Background: an optimization exercise with open tools, aiming at small area, a short achievable clock period and few clock cycles per item. Do not read the settings as production practice. Only simulation tests tie the RTL to the original design; equivalence was not proved. Power is estimated from default activity; no workload was simulated.

## job 5702
==> flow/design.v (excerpt) <==
module int_pipe_top (
    input  logic                     clk,
    input  logic                     reset,
    input  logic                     in_valid,
    output logic                     in_ready,
    input  int_pipe_pkg::instr_t     instr,
    input  int_pipe_pkg::word_t      rs_data,
    input  int_pipe_pkg::word_t      rt_data,
    output logic                     out_valid,
    input  logic                     out_ready,
    output logic                     out_wen,
    output int_pipe_pkg::reg_addr_t  out_dest,
    output int_pipe_pkg::word_t      out_data,
    output logic                     out_reserved
);
For scale: roughly 1300 cells after synthesis, ~40 flip-flops, roughly 7100 µm² of cells after synthesis.
==> flow/config.mk <==
export PLATFORM = sky130hd
export DESIGN_NAME = int_pipe_top
export DESIGN_NICKNAME = int_pipe_top
export VERILOG_FILES = /design/flow/design.v
export SDC_FILE = /design/flow/constraint.sdc
export NUM_CORES = 4
export LEC_CHECK = 0
export ABC_AREA = 1
export CAP_MARGIN = 20
export CORE_MARGIN = 2
export CORE_UTILIZATION = 50
export SETUP_SLACK_MARGIN = 3.0
export SLEW_MARGIN = 20
==> flow/constraint.sdc <==
create_clock -name core_clock -period 7.0 [get_ports {clk}]
set_input_delay 1.4000 -clock core_clock [delete_from_list [all_inputs] [get_ports {clk}]]
set_output_delay 1.4000 -clock core_clock [all_outputs]
set_load 0.01 [all_outputs]
standard.sh (not shown) runs the stock make flow with config.mk's settings and CLKGATE_MAP_FILE= SYNTH_SCRIPT=/design/flow/synth_recipe.tcl, a recipe that flattens the netlist after the stock synthesis.
==> flow/flow/run.sh <==
#!/bin/bash
# The standard layout with three changes:
#  - synthesis maps with the ABC script in flow/abc_area.script (ABC_AREA=1
#    picks it up from a copy of the ORFS scripts folder; nothing else differs)
#  - the full and half adder cells are added to the don't-use list, so
#    synthesis leaves adders as plain gates for ABC to map
#  - the port buffers are the smallest plain buffer (buf_1) instead of the
#    default delay buffer
set -e
rm -rf scripts
cp -r "$FLOW_HOME/scripts" scripts
cp flow/abc_area.script scripts/abc_area.script
DU="$(cat flow/dont_use.txt)"
export BUFFER_PORTS_ARGS="-buffer_cell sky130_fd_sc_hd__buf_1"
bash standard.sh SCRIPTS_DIR="$PWD/scripts" "DONT_USE_CELLS=$DU" finish > standard.log 2>&1
==> flow/flow/abc_area.script <==
strash
dch
map -B 0.9
topo
==> flow/flow/dont_use.txt <==
sky130_fd_sc_hd__probe_p_8 sky130_fd_sc_hd__probec_p_8 sky130_fd_sc_hd__lpflow_bleeder_1 sky130_fd_sc_hd__lpflow_clkbufkapwr_1 sky130_fd_sc_hd__lpflow_clkbufkapwr_16 sky130_fd_sc_hd__lpflow_clkbufkapwr_2 sky130_fd_sc_hd__lpflow_clkbufkapwr_4 sky130_fd_sc_hd__lpflow_clkbufkapwr_8 sky130_fd_sc_hd__lpflow_clkinvkapwr_1 sky130_fd_sc_hd__lpflow_clkinvkapwr_16 sky130_fd_sc_hd__lpflow_clkinvkapwr_2 sky130_fd_sc_hd__lpflow_clkinvkapwr_4 sky130_fd_sc_hd__lpflow_clkinvkapwr_8 sky130_fd_sc_hd__lpflow_decapkapwr_12 sky130_fd_sc_hd__lpflow_decapkapwr_3 sky130_fd_sc_hd__lpflow_decapkapwr_4 sky130_fd_sc_hd__lpflow_decapkapwr_6 sky130_fd_sc_hd__lpflow_decapkapwr_8 sky130_fd_sc_hd__lpflow_inputiso0n_1 sky130_fd_sc_hd__lpflow_inputiso0p_1 sky130_fd_sc_hd__lpflow_inputiso1n_1 sky130_fd_sc_hd__lpflow_inputiso1p_1 sky130_fd_sc_hd__lpflow_inputisolatch_1 sky130_fd_sc_hd__lpflow_isobufsrc_1 sky130_fd_sc_hd__lpflow_isobufsrc_16 sky130_fd_sc_hd__lpflow_isobufsrc_2 sky130_fd_sc_hd__lpflow_isobufsrc_4 sky130_fd_sc_hd__lpflow_isobufsrc_8 sky130_fd_sc_hd__lpflow_isobufsrckapwr_16 sky130_fd_sc_hd__lpflow_lsbuf_lh_hl_isowell_tap_1 sky130_fd_sc_hd__lpflow_lsbuf_lh_hl_isowell_tap_2 sky130_fd_sc_hd__lpflow_lsbuf_lh_hl_isowell_tap_4 sky130_fd_sc_hd__lpflow_lsbuf_lh_isowell_4 sky130_fd_sc_hd__lpflow_lsbuf_lh_isowell_tap_1 sky130_fd_sc_hd__lpflow_lsbuf_lh_isowell_tap_2 sky130_fd_sc_hd__lpflow_lsbuf_lh_isowell_tap_4  sky130_fd_sc_hd__fa_1 sky130_fd_sc_hd__fa_2 sky130_fd_sc_hd__fa_4 sky130_fd_sc_hd__ha_1 sky130_fd_sc_hd__ha_2 sky130_fd_sc_hd__ha_4
Job 5702 ended with every stage complete and zero timing, DRC or antenna violations.
Testbench counts of job 5702, summed over its fixed seeds: cycles 16,008, items 16,000.
Inputs modified between job 5702 and job 2731:
- swapping 3.0 for 2.75 in SETUP_SLACK_MARGIN
==> summary.txt <==
Compared with job 5702, job 2731 shows a lower sum of met3 wire segment lengths after detailed routing.
Per the comparison of job 2731 with job 5702, pin slew with the least headroom to its limit decreased by 150 ps relative to the old numbers; via count decreased by 1215 relative to the old numbers; multi-input logic cell count decreased by 4 relative to the old numbers.
The more densely filled core belongs to job 5702, not job 2731.
Job 5702 → job 2731: cell area power density increased 3.7%, wire length saw a decrease.
Job 2731 vs job 5702: clock power share up
Between job 2731 and job 5702, it is job 2731 whose worst stage delay on the critical path is lower, by 130 ps.
Compared with job 5702, in job 2731 number of violations of the max-capacitance limit flat, non-clock buffer count down 22%.
Input changes introduced in job 5618 (baseline for comparison: job 2731):
==> flow/flow/run.sh <==
#!/bin/bash
# The standard layout with two changes:
#  - the full and half adder cells are added to the don't-use list, so
#    synthesis leaves adders as plain gates for ABC to map
#  - the port buffers are the smallest plain buffer (buf_1) instead of the
#    default delay buffer
set -e
DU="$(cat flow/dont_use.txt)"
export BUFFER_PORTS_ARGS="-buffer_cell sky130_fd_sc_hd__buf_1"
bash standard.sh "DONT_USE_CELLS=$DU" finish > standard.log 2>&1
removed: flow/flow/abc_area.script
Notes after the runs:
The sequential fraction of total cell area of job 2731 and that of job 5618 are within noise of each other.
From job 2731 to job 5618 the numbers moved as follows: setup slack of the critical path after layout now smaller; net switching power of the design -about 1.8%.
--- input diff job 5618..job 293 ---
- CORE_UTILIZATION now 45, was 50
==> flow/flow/run.sh <==
#!/bin/bash
# The standard layout with three changes:
#  - synthesis maps with the ABC script in flow/abc_area.script (ABC_AREA=1
#    picks it up from a copy of the ORFS scripts folder; nothing else differs)
#  - the full and half adder cells are added to the don't-use list, so
#    synthesis leaves adders as plain gates for ABC to map
#  - the port buffers are the smallest plain buffer (buf_1) instead of the
#    default delay buffer
set -e
rm -rf scripts
cp -r "$FLOW_HOME/scripts" scripts
cp flow/abc_area.script scripts/abc_area.script
DU="$(cat flow/dont_use.txt)"
export BUFFER_PORTS_ARGS="-buffer_cell sky130_fd_sc_hd__buf_1"
bash standard.sh SCRIPTS_DIR="$PWD/scripts" "DONT_USE_CELLS=$DU" finish > standard.log 2>&1
==> flow/flow/abc_area.script (new file) <==
strash
dch
map -B 0.9
topo
--- outcome ---
Per the comparison of job 293 with job 5618, area fraction in and, or, nand and nor cells after synthesis grew by 0.72 points; filler cell count moved up. From job 5618 to job 293 the numbers moved as follows: worst setup slack stayed essentially flat; proportion of synthesized chip area in sequential cells went up by 1.5 points. Job 293: clock skew after layout is 3.7 ps higher than what job 5618 reported. From job 5618 to job 293 the numbers moved as follows: switching portion of total power lost 1.4 points, minimum setup slack among reg-to-reg paths neither gained nor lost much. For job 5618, the uppermost signal routing layer after detailed routing was met4, unlike job 293, where it was met5.
[inputs] job 6036 vs job 293
- CORE_UTILIZATION changed from 45 to 58
==> comparison <==
Status: final hold slack parity (job 6036, job 293). When job 6036 is measured against job 293, its area of the core turns out 23% lower. Job 6036 vs job 293 — non-clock buffer count in the final layout dropped by a few percent. Looking at via count of the first global-routing pass, job 6036 sits 5.7% above job 293. Via count normalized by instance count is higher on job 6036. What job 6036 reported for tap cell count has to be multiplied by 1.5 to get the figure for job 293. Per the comparison of job 6036 with job 293, synthesis-to-finish area growth fell 3.8 points, routed wire length fell 1500 µm, maximum clock frequency fell 0.81%, critical path depth rose 14.

* * *

Starting RTL as in the previous note.
// int_pipe_top
module int_pipe_top (
    input  logic                     clk,
    input  logic                     reset,
    input  logic                     in_valid,
    output logic                     in_ready,
    input  int_pipe_pkg::instr_t     instr,
    input  int_pipe_pkg::word_t      rs_data,
    input  int_pipe_pkg::word_t      rt_data,
    output logic                     out_valid,
    input  logic                     out_ready,
    output logic                     out_wen,
    output int_pipe_pkg::reg_addr_t  out_dest,
    output int_pipe_pkg::word_t      out_data,
    output logic                     out_reserved
);
export LEC_CHECK = 0
export ABC_AREA = 1
export CAP_MARGIN = 20
export CORE_MARGIN = 2
export CORE_UTILIZATION = 50
export SETUP_SLACK_MARGIN = 2.75
export SLEW_MARGIN = 20
create_clock -name core_clock -period 7.0 [get_ports {clk}]
==> flow/flow/run.sh <==
#!/bin/bash
# The standard layout with three changes:
#  - synthesis maps with the ABC script in flow/abc_area.script (ABC_AREA=1
#    picks it up from a copy of the ORFS scripts folder; nothing else differs)
#  - the full and half adder cells are added to the don't-use list, so
#    synthesis leaves adders as plain gates for ABC to map
#  - the port buffers are the smallest plain buffer (buf_1) instead of the
#    default delay buffer
set -e
rm -rf scripts
cp -r "$FLOW_HOME/scripts" scripts
cp flow/abc_area.script scripts/abc_area.script
DU="$(cat flow/dont_use.txt)"
export BUFFER_PORTS_ARGS="-buffer_cell sky130_fd_sc_hd__buf_1"
bash standard.sh SCRIPTS_DIR="$PWD/scripts" "DONT_USE_CELLS=$DU" finish > standard.log 2>&1
==> flow/flow/abc_area.script <==
strash
dch -f
map -B 0.9
topo
Scripts as last shown in full above: flow/flow/dont_use.txt
Testbench counts at the start, summed over its fixed seeds: cycles 16,008, items 16,000.
Then changed:
==> flow/flow/run.sh (replaced) <==
#!/bin/bash
# The standard layout with two changes:
#  - the full and half adder cells are added to the don't-use list, so
#    synthesis leaves adders as plain gates for ABC to map
#  - the port buffers are the smallest plain buffer (buf_1) instead of the
#    default delay buffer
set -e
DU="$(cat flow/dont_use.txt)"
export BUFFER_PORTS_ARGS="-buffer_cell sky130_fd_sc_hd__buf_1"
bash standard.sh "DONT_USE_CELLS=$DU" finish > standard.log 2>&1
--- a/flow/config.mk
+++ b/flow/config.mk
@@ -10,3 +10,3 @@
 export CORE_MARGIN = 2
-export CORE_UTILIZATION = 50
+export CORE_UTILIZATION = 40
 export SETUP_SLACK_MARGIN = 2.75
removed: flow/flow/abc_area.script
What happened:
- The changed run completed without violations
- count of clock-buffer cells in the layout came out lower by 1
- non-clock buffer count fell by 22
- area after synthesis goes up by 10%
- combinational power drops by 4.6%
- sequential power stays flat
- die area climbs by 36%
- global-route usage drops by 12 points
- worst hold slack is worse by 0.016 ns
- fmax decreases by 1.4%
- via count shrinks by 4.6%
- design area hardly moves
Then changed:
==> flow/flow/run.sh (replaced) <==
#!/bin/bash
# The standard layout with three changes:
#  - synthesis maps with the ABC script in flow/abc_area.script (ABC_AREA=1
#    picks it up from a copy of the ORFS scripts folder; nothing else differs)
#  - the full and half adder cells are added to the don't-use list, so
#    synthesis leaves adders as plain gates for ABC to map
#  - the port buffers are the smallest plain buffer (buf_1) instead of the
#    default delay buffer
set -e
rm -rf scripts
cp -r "$FLOW_HOME/scripts" scripts
cp flow/abc_area.script scripts/abc_area.script
DU="$(cat flow/dont_use.txt)"
export BUFFER_PORTS_ARGS="-buffer_cell sky130_fd_sc_hd__buf_1"
bash standard.sh SCRIPTS_DIR="$PWD/scripts" "DONT_USE_CELLS=$DU" finish > standard.log 2>&1
==> flow/flow/abc_area.script (new file) <==
&get -n
&st
&dch
&nf -D 2000
&put
topo
--- a/flow/config.mk
+++ b/flow/config.mk
@@ -10,3 +10,3 @@
 export CORE_MARGIN = 2
-export CORE_UTILIZATION = 40
+export CORE_UTILIZATION = 50
 export SETUP_SLACK_MARGIN = 2.75
Via count shrinks by 5.6%.
Cell area is higher by 8.5%.
Synthesized cell count shrinks by 32%.
Combinational power rises by 36%.
Power is higher by 17%.
Die area goes down by 30%.
Setup slack loses 0.61 ns.
Maximum frequency decreases by 13%.
Non-clock buffer count rose by 94.
Then changed:
==> flow/flow/run.sh (replaced) <==
#!/bin/bash
# The standard layout with two changes:
#  - the full and half adder cells are added to the don't-use list, so
#    synthesis leaves adders as plain gates for ABC to map
#  - the port buffers are the smallest plain buffer (buf_2) instead of the
#    default delay buffer
set -e
DU="$(cat flow/dont_use.txt)"
export BUFFER_PORTS_ARGS="-buffer_cell sky130_fd_sc_hd__buf_2"
bash standard.sh "DONT_USE_CELLS=$DU" finish > standard.log 2>&1
removed: flow/flow/abc_area.script
What happened:
- cell area falls by 7.0%
- routed wire length falls by 0.58%
- critical path depth falls by 4
- clock-buffer cell count stays the same
- global-route usage falls by 5.2 points
- total power falls by 17%
- area after synthesis rises by 15%
- worst setup slack improves by 0.68 ns
- core utilization falls by 14 points
- die area rises by 15%
- flip-flop and latch count stays the same

[static timing again, ports no longer ideal]
The flow's constraints put no driver on any port. The routed layouts listed below were extracted and timed again, unchanged, in two steps.
Step 1 sets driving cells, clkbuf_16 on the clock port and buf_2 on the other inputs (assumed; they add their load-dependent delay and slew).
Step 2 also shifts input and output timing later by t, the mid clock arrival at the registers, as if the neighbouring blocks saw the same clock.
Three values: ideal ports, drivers, drivers and shift; two values: the first two.
run	shift t [ns]	setup slack, ns	worst hold slack (ns)	worst setup path at the end
job 5702	0.348	2.878 / 2.901 / 2.552	0.549 / 0.549 / 0.549	input to register
job 2731	0.347	2.839 / 2.861 / 2.515	0.553 / 0.553 / 0.553	input to register
job 5618	0.337	2.809 / 2.825 / 2.488	0.538 / 0.538 / 0.538	input to register
job 293	0.336	2.807 / 2.830 / 2.495	0.538 / 0.538 / 0.538	input to register
job 6036	0.342	2.773 / 2.793 / 2.451	0.538 / 0.538 / 0.538	input to register
the first run of note 2	0.344	2.843 / 2.847 / 2.503	0.549 / 0.549 / 0.549	input to register
the second run of note 2	0.344	2.784 / 2.794 / 2.450	0.533 / 0.533 / 0.533	input to register
the third run of note 2	0.343	2.170 / 2.194 / 1.851	0.518 / 0.518 / 0.518	input to register
the fourth run of note 2	0.340	2.850 / 2.871 / 2.531	0.560 / 0.560 / 0.560	input to register
After both steps setup and hold are still met in every run listed. The setup slack of the first run of note 2, which loses most, moves by +0.004 ns with the drivers and by -0.340 ns with both steps.
